From an optimization exercise on the open Yosys and OpenROAD flow, aimed at small area; shortcuts taken in it are not production practice. Function was checked by simulation only, so behaviour that the tests miss may differ from the original. The clock port is modelled as an ideal driver; clocking choices that lean on that would not hold on a real chip. Power is estimated from default activity; no workload was simulated.

==> trial 52 <==
## cpu_top
module cpu_top (
    input  logic        clk,
    input  logic        rst,
    input  logic [15:0] instr_in,
    input  logic [15:0] pmem_data_in,
    output logic [15:0] pc,
    output logic [15:0] pmem_data_out,
    output logic [15:0] pmem_addr_out,
    output logic        pmem_write
);
clock: 10.0 ns
lec_check: 0
cap_margin: 20
core_margin: 2
core_utilization: 80
place_density: 0.85
slew_margin: 20
standard.sh (not shown) runs the stock make flow with config.mk's settings and CLKGATE_MAP_FILE= SYNTH_SCRIPT=/design/flow/synth_recipe.tcl, a recipe that flattens the netlist after the stock synthesis.
==> flow/flow/run.sh <==
#!/bin/bash
# The standard layout (standard.sh) with these changes:
#  - ABC maps all the logic, full adders included (no ADDER_MAP_FILE), with
#    the area-oriented script flow/abc.script (in a copy of ORFS's scripts
#    folder where only the two ABC scripts are replaced)
#  - port buffers are plain buf_1 cells
#  - the clock tree is built by flow/cts_hook.tcl (run as PRE_CTS_TCL): one
#    root buffer and equal clusters of flip-flops, each under a leaf buffer;
#    TritonCTS skips those nets
# Every tool's output is in standard.log and in orfs/logs.
set -e
rm -rf scripts
cp -r "$FLOW_HOME/scripts" scripts
cp flow/abc.script scripts/abc_speed.script
cp flow/abc.script scripts/abc_area.script
export SCRIPTS_DIR="$PWD/scripts"
export ADDER_MAP_FILE=
export BUFFER_PORTS_ARGS="-buffer_cell sky130_fd_sc_hd__buf_1"
export PRE_CTS_TCL="$PWD/flow/cts_hook.tcl"
export CTS_ARGS="-repair_clock_nets -buf_list sky130_fd_sc_hd__clkbuf_8 -root_buf sky130_fd_sc_hd__clkbuf_8 -dont_use_dummy_load"
bash standard.sh > standard.log 2>&1
==> flow/flow/cts_hook.tcl <==
# Runs at global level: ORFS sources this file from inside a proc.
uplevel #0 {
# Clock tree built here instead of by TritonCTS (sourced as PRE_CTS_TCL).
# Two levels: clk -> one root buffer -> NCL leaf buffers -> the flip-flops.
# The flip-flops are split into NCL clusters of equal size (k-means with a
# size cap), each leaf buffer sits at the centre of its cluster. The tree
# tried are all leaf counts and leaf cells below; the one with the least
# buffer area whose estimated clock-pin slew is under the target is kept.
# TritonCTS is then told to skip these nets.
set cts_leaf_cells {sky130_fd_sc_hd__clkbuf_4 sky130_fd_sc_hd__clkbuf_8}
set cts_root_cell sky130_fd_sc_hd__clkbuf_8
set cts_slew_target 0.105
set cts_db [ord::get_db]
set cts_block [ord::get_db_block]
set cts_clk [$cts_block findNet clk]
set cts_sinks [$cts_clk getITerms]
set cts_xs {}; set cts_ys {}
foreach it $cts_sinks {
  set b [[$it getInst] getBBox]
  lappend cts_xs [expr {([$b xMin]+[$b xMax])/2.0}]
  lappend cts_ys [expr {([$b yMin]+[$b yMax])/2.0}]
}
set cts_n [llength $cts_sinks]

proc cts_cluster {ncl} {
  global cts_xs cts_ys cts_n
  set n $cts_n
  set order [lsort -real -indices $cts_xs]
  set cx {}; set cy {}
  for {set k 0} {$k < $ncl} {incr k} {
    set i [lindex $order [expr {int(($k+0.5)*$n/$ncl)}]]
    lappend cx [lindex $cts_xs $i]; lappend cy [lindex $cts_ys $i]
  }
  set cap [expr {int(ceil(double($n)/$ncl))}]
  for {set iter 0} {$iter < 30} {incr iter} {
    set pairs {}
    for {set i 0} {$i < $n} {incr i} {
      for {set k 0} {$k < $ncl} {incr k} {
        set d [expr {abs([lindex $cts_xs $i]-[lindex $cx $k])+abs([lindex $cts_ys $i]-[lindex $cy $k])}]
        lappend pairs [list $d $i $k]
      }
    }
    set pairs [lsort -real -index 0 $pairs]
    set asg {}; set sc {}
    for {set i 0} {$i < $n} {incr i} {lappend asg -1}
    for {set k 0} {$k < $ncl} {incr k} {lappend sc 0}
    foreach p $pairs {
      lassign $p d i k
      if {[lindex $asg $i] >= 0 || [lindex $sc $k] >= $cap} continue
      lset asg $i $k; lset sc $k [expr {[lindex $sc $k]+1}]
    }
    set sx {}; set sy {}
    for {set k 0} {$k < $ncl} {incr k} {lappend sx 0.0; lappend sy 0.0}
    for {set i 0} {$i < $n} {incr i} {
      set k [lindex $asg $i]
      lset sx $k [expr {[lindex $sx $k]+[lindex $cts_xs $i]}]
      lset sy $k [expr {[lindex $sy $k]+[lindex $cts_ys $i]}]
    }
    for {set k 0} {$k < $ncl} {incr k} {
      if {[lindex $sc $k] > 0} {
        lset cx $k [expr {[lindex $sx $k]/[lindex $sc $k]}]
        lset cy $k [expr {[lindex $sy $k]/[lindex $sc $k]}]
      }
    }
  }
  return [list $asg $cx $cy]
}

proc cts_build {ncl leaf} {
  global cts_db cts_block cts_clk cts_sinks cts_n cts_root_cell
  lassign [cts_cluster $ncl] asg cx cy
  set lm [$cts_db findMaster $leaf]
  set rm [$cts_db findMaster $cts_root_cell]
  set rx 0.0; set ry 0.0
  for {set k 0} {$k < $ncl} {incr k} {
    set rx [expr {$rx+[lindex $cx $k]/$ncl}]; set ry [expr {$ry+[lindex $cy $k]/$ncl}]
  }
  set root [odb::dbInst_create $cts_block $rm clktree_root]
  $root setLocation [expr {int($rx)}] [expr {int($ry)}]
  $root setPlacementStatus PLACED
  set trunk [odb::dbNet_create $cts_block clktree_trunk]
  $trunk setSigType CLOCK
  [$root findITerm A] connect $cts_clk
  [$root findITerm X] connect $trunk
  set insts [list $root]; set nets [list $trunk]
  for {set k 0} {$k < $ncl} {incr k} {
    set inst [odb::dbInst_create $cts_block $lm clktree_leaf_$k]
    $inst setLocation [expr {int([lindex $cx $k])}] [expr {int([lindex $cy $k])}]
    $inst setPlacementStatus PLACED
    set net [odb::dbNet_create $cts_block clktree_net_$k]
    $net setSigType CLOCK
    [$inst findITerm A] connect $trunk
    [$inst findITerm X] connect $net
    lappend insts $inst; lappend nets $net
  }
  for {set i 0} {$i < $cts_n} {incr i} {
    set it [lindex $cts_sinks $i]
    $it disconnect
    $it connect [lindex $nets [expr {[lindex $asg $i]+1}]]
  }
  return [list $insts $nets]
}

proc cts_undo {built} {
  global cts_clk cts_sinks
  lassign $built insts nets
  foreach it $cts_sinks { $it disconnect; $it connect $cts_clk }
  foreach inst $insts { odb::dbInst_destroy $inst }
  foreach net $nets { odb::dbNet_destroy $net }
}

proc cts_max_slew {} {
  estimate_parasitics -placement
  set m 0.0
  foreach p [get_pins -hierarchical */CLK] {
    set s [get_property $p slew_max]
    if {$s > $m} {set m $s}
  }
  return $m
}

set_propagated_clock [all_clocks]
set cts_best {}
foreach leaf $cts_leaf_cells {
  set la [[$cts_db findMaster $leaf] getArea]
  for {set ncl 6} {$ncl <= 24} {incr ncl} {
    set area [expr {$ncl*$la}]
    if {$cts_best ne {} && $area >= [lindex $cts_best 0]} continue
    set built [cts_build $ncl $leaf]
    set s [cts_max_slew]
    cts_undo $built
    puts "clock tree trial: $ncl x $leaf, max clock-pin slew [format %.4f $s]"
    if {$s <= $cts_slew_target} { set cts_best [list $area $ncl $leaf]; break }
  }
}
if {$cts_best eq {}} { set cts_best [list 0 24 sky130_fd_sc_hd__clkbuf_8] }
lassign $cts_best area ncl leaf
puts "clock tree: root $cts_root_cell, $ncl x $leaf"
set built [cts_build $ncl $leaf]
puts "clock tree: max clock-pin slew [format %.4f [cts_max_slew]]"
unset_propagated_clock [all_clocks]
set cts_skip [list clk]
foreach net [lindex $built 1] { lappend cts_skip [$net getName] }
set_cts_config -skip_nets $cts_skip
}
Other scripts of this flow, unchanged in this note and not shown: flow/flow/abc.script
==> inputs of trial 63, as changes to trial 52 <==
==> flow/flow/run.sh (replaced) <==
#!/bin/bash
# The standard layout (standard.sh) with these changes:
#  - ABC maps all the logic, full adders included (no ADDER_MAP_FILE), with
#    the area-oriented script flow/abc.script (in a copy of ORFS's scripts
#    folder where only the ABC scripts are replaced)
#  - port buffers are plain buf_1 cells
#  - clock tree built from clkbuf_8 cells, without dummy loads
# Every tool's output is in standard.log and in orfs/logs.
set -e
rm -rf scripts
cp -r "$FLOW_HOME/scripts" scripts
cp flow/abc.script scripts/abc_speed.script
cp flow/abc.script scripts/abc_area.script
export SCRIPTS_DIR="$PWD/scripts"
export ADDER_MAP_FILE=
export BUFFER_PORTS_ARGS="-buffer_cell sky130_fd_sc_hd__buf_1"
export CTS_ARGS="-sink_clustering_enable -repair_clock_nets -buf_list sky130_fd_sc_hd__clkbuf_8 -root_buf sky130_fd_sc_hd__clkbuf_8 -sink_clustering_size 20 -sink_clustering_max_diameter 60 -dont_use_dummy_load"
bash standard.sh > standard.log 2>&1
- CORE_UTILIZATION: 80 -> 65
- PLACE_DENSITY: 0.85 -> not set
removed: flow/flow/cts_hook.tcl
==> inputs of trial 57, as changes to trial 52 <==
- CORE_UTILIZATION: 80 -> 65
- PLACE_DENSITY: 0.85 -> not set
==> results.toml <==
[pwr]
peakVddDrop_uv = 223.1
combPwrFrac = 0.045

[sta]
period_share = 0.8009
clock_skew_ns = 0.02724
slew-limit-headroom = 0.3705
layout_min_cycle_time_ns = 8.009

[drt]
dr_total_vias = 3751
m1WireLength_mm = 4.568

[final_layout]
utilization = 0.9175
fin_nets = 518

[grt]
met2_usage = 0.6534

[placed_design]
place_area_um2 = 5695

[run_status]
status = "no timing/DRC/antenna violations"
# the run above: trial 52

==> results.toml <==
[final_layout]
fin_nets = 515
utilization = 0.7524

[drt]
dr_total_vias = 3230
m1WireLength_mm = 4.213

[grt]
met2_usage = 0.3619

[pwr]
combPwrFrac = 0.041
peakVddDrop_uv = 151.0

[sta]
period_share = 0.7534
layout_min_cycle_time_ns = 7.534
clock_skew_ns = 0.01388
slew-limit-headroom = 0.2692

[run_status]
status = "no timing/DRC/antenna violations"
# the run above: trial 57

==> results.toml <==
[run_status]
status = "no timing/DRC/antenna violations"

[sta]
period_share = 0.7561
slew-limit-headroom = 0.2766

[drt]
m1WireLength_mm = 4.226
dr_total_vias = 3226

[pwr]
peakVddDrop_uv = 153.3

[grt]
met2_usage = 0.3667

[final_layout]
utilization = 0.7623
# the run above: trial 63


* * *

==> wip/quartz: inputs <==
==> flow/design.v <==
`timescale 1ns/1ps
package cpu_pkg;
    localparam int XLEN = 16;
endpackage
`timescale 1ns/1ps
`timescale 1ns/1ps
`timescale 1ns/1ps
`timescale 1ns/1ps
`timescale 1ns/1ps
`timescale 1ns/1ps
`timescale 1ns/1ps
module cpu_top (
    input  logic        clk,
    input  logic        rst,
    input  logic [15:0] instr_in,
    input  logic [15:0] pmem_data_in,
    output logic [15:0] pc,
    output logic [15:0] pmem_data_out,
    output logic [15:0] pmem_addr_out,
    output logic        pmem_write
);
    logic [4:0]  cnt;
    logic        clr;       
    logic [15:0] rf [8];
    logic [15:0] pcr;
    logic [15:1] ar;
    logic [15:1] dr;
    logic [3:0]  sreg;
    logic        cy;
    logic        zf;
    always_ff @(posedge clk or posedge rst) begin
        if (rst) begin
            cnt <= '0;
            clr <= 1'b1;
        end else begin
            cnt <= cnt + 5'd1;
            if (cnt == 5'd31) clr <= 1'b0;
        end
    end
    wire       w2 = cnt[4];
    wire [3:0] t  = cnt[3:0];
    wire       c15 = !w2 && (t == 4'd15);
    wire [1:0] cls  = instr_in[15:14];
    wire       form = instr_in[13];
    wire [2:0] op   = instr_in[12:10];
    wire [2:0] dst  = instr_in[9:7];
    wire [2:0] rs1  = instr_in[6:4];
    wire [2:0] rs2  = instr_in[3:1];
    wire [3:0] imm  = instr_in[3:0];
    wire is_alu   = (cls == 2'b01);
    wire is_jump  = (cls == 2'b10);
    wire is_load  = (cls == 2'b00) && (op == 3'd0);
    wire is_store = (cls == 2'b00) && (op == 3'd1);
    wire use_imm  = form || is_store;
    wire is_sub   = is_alu && ((op == 3'd1) || (op == 3'd7));
    wire is_shl   = is_alu && (op == 3'd5);
    wire is_shr   = is_alu && (op == 3'd6);
    wire [2:0] rs2sel = is_store ? dst : rs2;
    wire rd1 = rf[rs1][0];
    wire rd2 = rf[rs2sel][0];
    logic immbit;
    always_comb begin
        case (t)
            4'd0:    immbit = imm[0];
            4'd1:    immbit = imm[1];
            4'd2:    immbit = imm[2];
            default: immbit = imm[3];
        endcase
    end
    wire b = use_imm ? immbit : rd2;
    wire sel_alu = !w2 && (t != 4'd15);
    wire bx   = b ^ is_sub;
    wire cin  = (t == 4'd0) ? is_sub : cy;
    wire sum  = rd1 ^ bx ^ cin;
    wire cout = (rd1 & bx) | (cin & (rd1 ^ bx));
    wire lt   = (rd1 ^ b) ? rd1 : sum;
    wire nz_prev = (t != 4'd0) && zf;
    wire nz_now  = nz_prev || (is_jump ? rd1 : b);
    always_ff @(posedge clk) begin
        if (!w2 && (t < 4'd4)) sreg <= {b ^ (is_shl && nz_prev), sreg[3:1]};
    end
    wire [3:0]  k   = sreg;
    wire [15:0] drx = {dr, rd1};
    wire        tap = drx[k];
    wire dr_in = w2 ? (is_shl && rd1) : (!is_shl && (is_shr ? rd1 : rd2));
    wire cap   = is_load && w2 && (t == 4'd0);
    always_ff @(posedge clk) begin
        if (cap) dr <= pmem_data_in[15:1];
        else     dr <= {dr_in, dr[15:2]};
    end
    logic res1;
    always_comb begin
        case (op)
            3'd2:    res1 = rd1 & b;
            3'd3:    res1 = rd1 | b;
            3'd4:    res1 = rd1 ^ b;
            default: res1 = sum;
        endcase
    end
    wire late  = op[2] && (op[1] || op[0]);
    wire ldbit = (t == 4'd0) ? pmem_data_in[0] : dr[1];
    wire res2  = (op == 3'd7) ? ((t == 4'd0) && zf) : tap;
    wire wd    = w2 ? (is_load ? ldbit : res2) : res1;
    wire we    = w2 ? (is_load || (is_alu && late)) : (is_alu && !late);
    always_ff @(posedge clk) begin
        for (int i = 0; i < 8; i++) begin
            rf[i] <= {(clr || (we && (dst == 3'(i)))) ? (wd && !clr) : rf[i][0], rf[i][15:1]};
        end
    end
    wire zero_now = !nz_now;
    logic cond;
    always_comb begin
        case (op)
            3'd1:    cond = 1'b1;
            3'd2:    cond = zero_now;
            3'd3:    cond = !zero_now;
            3'd4:    cond = rd1;
            default: cond = 1'b0;
        endcase
    end
    wire take_live = is_jump && cond;
    always_ff @(posedge clk) begin
        if (!w2) zf <= (t == 4'd15) ? (is_alu ? lt : take_live) : nz_now;
    end
    wire take = is_jump && (c15 ? cond : zf);
    wire [15:0] pcrot = {pcr[0], pcr[15:1]};
    wire        pcbit = pcrot[t];
    logic nimm;
    always_comb begin
        case (t)
            4'd15:   nimm = imm[0];
            4'd0:    nimm = imm[1];
            4'd1:    nimm = imm[2];
            default: nimm = imm[3];
        endcase
    end
    wire addend = take && form && nimm;
    wire ncin   = c15 ? !take : cy;
    wire nsum   = pcbit ^ addend ^ ncin;
    wire ncout  = (pcbit & addend) | (ncin & (pcbit ^ addend));
    wire npc_bit = !clr && ((take && !form) ? dr[1] : nsum);
    always_ff @(posedge clk) cy <= sel_alu ? cout : ncout;
    wire ar_in = sel_alu ? sum : npc_bit;
    always_ff @(posedge clk) begin
        ar <= {ar_in, ar[15:2]};
        if (cnt == 5'd30) pcr <= {npc_bit, ar};
    end
    assign pc            = pcr;
    assign pmem_addr_out = {sum, ar};
    assign pmem_data_out = {rd2, dr};
    assign pmem_write    = !clr && c15 && is_store;
endmodule
==> flow/flow/run.sh <==
#!/bin/bash
# The standard layout (standard.sh) with these changes:
#  - ABC maps all the logic, full adders included (no ADDER_MAP_FILE), with
#    the area-oriented script flow/abc.script (in a copy of ORFS's scripts
#    folder where only the two ABC scripts are replaced)
#  - port buffers are plain buf_1 cells
#  - the clock tree is built by flow/cts_hook.tcl (run as PRE_CTS_TCL): one
#    root buffer and equal clusters of flip-flops, each under a leaf buffer;
#    TritonCTS skips those nets
# Every tool's output is in standard.log and in orfs/logs.
set -e
rm -rf scripts
cp -r "$FLOW_HOME/scripts" scripts
cp flow/abc.script scripts/abc_speed.script
cp flow/abc.script scripts/abc_area.script
export SCRIPTS_DIR="$PWD/scripts"
export ADDER_MAP_FILE=
export BUFFER_PORTS_ARGS="-buffer_cell sky130_fd_sc_hd__buf_1"
export PRE_CTS_TCL="$PWD/flow/cts_hook.tcl"
export CTS_ARGS="-repair_clock_nets -buf_list sky130_fd_sc_hd__clkbuf_8 -root_buf sky130_fd_sc_hd__clkbuf_8 -dont_use_dummy_load"
bash standard.sh > standard.log 2>&1
==> flow/flow/abc.script <==
strash
&get -n
&dch -f
&nf -R 1000 -p
&put
strash
&get -n
&dc2
&put
strash
&get -n
&dch -f
&nf -R 1000 -p
&put
==> flow/flow/cts_hook.tcl <==
# Runs at global level: ORFS sources this file from inside a proc.
uplevel #0 {
# Clock tree built here instead of by TritonCTS (sourced as PRE_CTS_TCL).
# Two levels: clk -> one root buffer -> NCL leaf buffers -> the flip-flops.
# The flip-flops are split into NCL clusters of equal size (k-means with a
# size cap), each leaf buffer sits at the centre of its cluster. The tree
# tried are all leaf counts and leaf cells below; the one with the least
# buffer area whose estimated clock-pin slew is under the target is kept.
# TritonCTS is then told to skip these nets.
set cts_leaf_cells {sky130_fd_sc_hd__clkbuf_4 sky130_fd_sc_hd__clkbuf_8}
set cts_root_cell sky130_fd_sc_hd__clkbuf_8
set cts_slew_target 0.105
set cts_db [ord::get_db]
set cts_block [ord::get_db_block]
set cts_clk [$cts_block findNet clk]
set cts_sinks [$cts_clk getITerms]
set cts_xs {}; set cts_ys {}
foreach it $cts_sinks {
  set b [[$it getInst] getBBox]
  lappend cts_xs [expr {([$b xMin]+[$b xMax])/2.0}]
  lappend cts_ys [expr {([$b yMin]+[$b yMax])/2.0}]
}
set cts_n [llength $cts_sinks]

proc cts_cluster {ncl} {
  global cts_xs cts_ys cts_n
  set n $cts_n
  set order [lsort -real -indices $cts_xs]
  set cx {}; set cy {}
  for {set k 0} {$k < $ncl} {incr k} {
    set i [lindex $order [expr {int(($k+0.5)*$n/$ncl)}]]
    lappend cx [lindex $cts_xs $i]; lappend cy [lindex $cts_ys $i]
  }
  set cap [expr {int(ceil(double($n)/$ncl))}]
  for {set iter 0} {$iter < 30} {incr iter} {
    set pairs {}
    for {set i 0} {$i < $n} {incr i} {
      for {set k 0} {$k < $ncl} {incr k} {
        set d [expr {abs([lindex $cts_xs $i]-[lindex $cx $k])+abs([lindex $cts_ys $i]-[lindex $cy $k])}]
        lappend pairs [list $d $i $k]
      }
    }
    set pairs [lsort -real -index 0 $pairs]
    set asg {}; set sc {}
    for {set i 0} {$i < $n} {incr i} {lappend asg -1}
    for {set k 0} {$k < $ncl} {incr k} {lappend sc 0}
    foreach p $pairs {
      lassign $p d i k
      if {[lindex $asg $i] >= 0 || [lindex $sc $k] >= $cap} continue
      lset asg $i $k; lset sc $k [expr {[lindex $sc $k]+1}]
    }
    set sx {}; set sy {}
    for {set k 0} {$k < $ncl} {incr k} {lappend sx 0.0; lappend sy 0.0}
    for {set i 0} {$i < $n} {incr i} {
      set k [lindex $asg $i]
      lset sx $k [expr {[lindex $sx $k]+[lindex $cts_xs $i]}]
      lset sy $k [expr {[lindex $sy $k]+[lindex $cts_ys $i]}]
    }
    for {set k 0} {$k < $ncl} {incr k} {
      if {[lindex $sc $k] > 0} {
        lset cx $k [expr {[lindex $sx $k]/[lindex $sc $k]}]
        lset cy $k [expr {[lindex $sy $k]/[lindex $sc $k]}]
      }
    }
  }
  return [list $asg $cx $cy]
}

proc cts_build {ncl leaf} {
  global cts_db cts_block cts_clk cts_sinks cts_n cts_root_cell
  lassign [cts_cluster $ncl] asg cx cy
  set lm [$cts_db findMaster $leaf]
  set rm [$cts_db findMaster $cts_root_cell]
  set rx 0.0; set ry 0.0
  for {set k 0} {$k < $ncl} {incr k} {
    set rx [expr {$rx+[lindex $cx $k]/$ncl}]; set ry [expr {$ry+[lindex $cy $k]/$ncl}]
  }
  set root [odb::dbInst_create $cts_block $rm clktree_root]
  $root setLocation [expr {int($rx)}] [expr {int($ry)}]
  $root setPlacementStatus PLACED
  set trunk [odb::dbNet_create $cts_block clktree_trunk]
  $trunk setSigType CLOCK
  [$root findITerm A] connect $cts_clk
  [$root findITerm X] connect $trunk
  set insts [list $root]; set nets [list $trunk]
  for {set k 0} {$k < $ncl} {incr k} {
    set inst [odb::dbInst_create $cts_block $lm clktree_leaf_$k]
    $inst setLocation [expr {int([lindex $cx $k])}] [expr {int([lindex $cy $k])}]
    $inst setPlacementStatus PLACED
    set net [odb::dbNet_create $cts_block clktree_net_$k]
    $net setSigType CLOCK
    [$inst findITerm A] connect $trunk
    [$inst findITerm X] connect $net
    lappend insts $inst; lappend nets $net
  }
  for {set i 0} {$i < $cts_n} {incr i} {
    set it [lindex $cts_sinks $i]
    $it disconnect
    $it connect [lindex $nets [expr {[lindex $asg $i]+1}]]
  }
  return [list $insts $nets]
}

proc cts_undo {built} {
  global cts_clk cts_sinks
  lassign $built insts nets
  foreach it $cts_sinks { $it disconnect; $it connect $cts_clk }
  foreach inst $insts { odb::dbInst_destroy $inst }
  foreach net $nets { odb::dbNet_destroy $net }
}

proc cts_max_slew {} {
  estimate_parasitics -placement
  set m 0.0
  foreach p [get_pins -hierarchical */CLK] {
    set s [get_property $p slew_max]
    if {$s > $m} {set m $s}
  }
  return $m
}

set_propagated_clock [all_clocks]
set cts_best {}
foreach leaf $cts_leaf_cells {
  set la [[$cts_db findMaster $leaf] getArea]
  for {set ncl 6} {$ncl <= 24} {incr ncl} {
    set area [expr {$ncl*$la}]
    if {$cts_best ne {} && $area >= [lindex $cts_best 0]} continue
    set built [cts_build $ncl $leaf]
    set s [cts_max_slew]
    cts_undo $built
    puts "clock tree trial: $ncl x $leaf, max clock-pin slew [format %.4f $s]"
    if {$s <= $cts_slew_target} { set cts_best [list $area $ncl $leaf]; break }
  }
}
if {$cts_best eq {}} { set cts_best [list 0 24 sky130_fd_sc_hd__clkbuf_8] }
lassign $cts_best area ncl leaf
puts "clock tree: root $cts_root_cell, $ncl x $leaf"
set built [cts_build $ncl $leaf]
puts "clock tree: max clock-pin slew [format %.4f [cts_max_slew]]"
unset_propagated_clock [all_clocks]
set cts_skip [list clk]
foreach net [lindex $built 1] { lappend cts_skip [$net getName] }
set_cts_config -skip_nets $cts_skip
}
==> flow/standard.sh <==
#!/bin/bash
# synth_recipe.tcl (not shown) runs the flow's synth.tcl, then flattens the netlist and writes it again
# the make line also repeats each setting of config.mk as NAME=value (left out here)
make -C /OpenROAD-flow-scripts/flow DESIGN_CONFIG=/design/flow/config.mk WORK_HOME=/design/flow/orfs CLKGATE_MAP_FILE= SYNTH_SCRIPT=/design/flow/synth_recipe.tcl "${@:-finish}"
==> flow/config.mk <==
export PLATFORM = sky130hd
export DESIGN_NAME = cpu_top
export DESIGN_NICKNAME = cpu_top
export VERILOG_FILES = /design/flow/design.v
export SDC_FILE = /design/flow/constraint.sdc
export NUM_CORES = 4
export LEC_CHECK = 0
export CAP_MARGIN = 20
export CORE_MARGIN = 2
export CORE_UTILIZATION = 65
export SLEW_MARGIN = 20
==> flow/constraint.sdc <==
create_clock -name core_clock -period 10.0 [get_ports {clk}]
set_input_delay 2.0000 -clock core_clock [delete_from_list [all_inputs] [get_ports {clk}]]
set_output_delay 2.0000 -clock core_clock [all_outputs]
set_load 0.01 [all_outputs]
==> wip/ember: changes against wip/quartz <==
==> flow/flow/abc.script (replaced) <==
strash
&get -n
&dch -f
&nf -R 1000 -p
&put
strash
&get -n
&dch -f
&nf -R 1000 -p
&put
--- a/flow/flow/cts_hook.tcl
+++ b/flow/flow/cts_hook.tcl
@@ -1,3 +1 @@
-# Runs at global level: ORFS sources this file from inside a proc.
-uplevel #0 {
 # Clock tree built here instead of by TritonCTS (sourced as PRE_CTS_TCL).
@@ -144,2 +142 @@
 set_cts_config -skip_nets $cts_skip
-}
==> wip/lagoon: changes against wip/quartz <==
==> flow/flow/abc.script (replaced) <==
strash
&get -n
&dch -f
&nf -R 1000 -p
&put
strash
&get -n
&dch -f
&nf -R 1000 -p
&put
Settings changed: CORE_UTILIZATION 65 to 70, PLACE_DENSITY from default to 0.75.
==> summary of the runs <==
wip/lagoon completed with no timing, DRC or antenna violations. wip/ember did not get past clock tree synthesis. wip/quartz ran to the end with no violations. Against wip/quartz, the die area of wip/lagoon is smaller by 6.6%. Against wip/lagoon, the utilization of wip/quartz is lower by 5.6 points. Of wip/quartz and wip/lagoon, wip/lagoon has the higher clock power (gap about 1%, measured against wip/lagoon). Of wip/lagoon and wip/quartz, wip/quartz has the higher fmax (gap 3.5%, measured against wip/quartz). Critical path depth: wip/quartz is higher than wip/lagoon (2). Against wip/lagoon, the total power of wip/quartz is lower by 0.70%. Synthesized cell count: wip/quartz is larger than wip/lagoon (0.53%). Of wip/quartz and wip/lagoon, wip/lagoon has the higher wire length (gap about 6%, measured against wip/lagoon). Of wip/quartz and wip/lagoon, wip/lagoon has the higher worst hold slack (gap 0.024 ns).
==> figures <==
quantity	wip/lagoon	wip/quartz	wip/ember
Vias per std cell	5.69	5.49	-
Setup TNS	0 ns	0 ns	-
HP Start	rf[3][10]	rf[3][4]	-
Result of the run	complete, no violations	complete, no violations	aborted with a tool error
Stage where the flow stopped	-	-	clock tree synthesis
Detailed-placement wirelength estimate	6820 um	6660 um	6820 um
Top pwr grp	registers	registers	-
CP endpoint	pmem_addr_out[15]	pmem_addr_out[15]	-
Int Pwr	893 uW	891 uW	-
Placement-stage cell area	5710 um^2	5690 um^2	5710 um^2
Sequential cell area in the final layout	3970 um^2	3970 um^2	-
Proportion of netlist area held by the largest area contributor	60.2%	60.4%	60.2%
Areal power density over the cells	192 nW/um^2	192 nW/um^2	-
Pin slew with the least headroom to its limit	1.01 ns	0.886 ns	-
Final critical path time including I/O delays and setup	7.59 ns	7.32 ns	-
Area of the core region	7290 um^2	7810 um^2	-
Initial antenna violation count	0	0	-
Mapped Cells	378	380	378
Arrival @ worst endpoint	5.59 ns	5.32 ns	-
Multi-In Gates	183	184	-
Vias in the first global route	3287	3017	-

-- static timing again, ports no longer ideal --
In the flow no input, the clock included, has a driving cell. The finished layouts below were timed again as built, in two steps.
Step 1 assumes that a clkbuf_16 drives the clock port and a buf_2 every other input.
Step 2 adds t to the input delays and takes it off the output delays; t is the mean of the earliest and latest rising clock arrival at the registers after step 1. Input paths then give back, and output paths get back, about the clock's delay inside the block.
Slacks: ideal ports / drivers / drivers and shift; pairs: ideal ports / drivers.
run | shift t [ns] | slack for setup (ns) | cell pins on the clock port's net
trial 52 | 0.486 | 1.991 / 1.968 / 1.968 | 1
trial 63 | 0.458 | 2.439 / 2.417 / 2.417 | 1
trial 57 | 0.458 | 2.466 / 2.444 / 2.444 | 1
wip/quartz | 0.451 | 2.680 / 2.648 / 2.648 | 1
wip/lagoon | 0.460 | 2.414 / 2.392 / 2.392 | 1
After both steps setup and hold are still met in every run listed. For wip/quartz, which loses most, drivers alone change the setup slack by -0.032 ns; drivers and shift together by -0.032 ns.
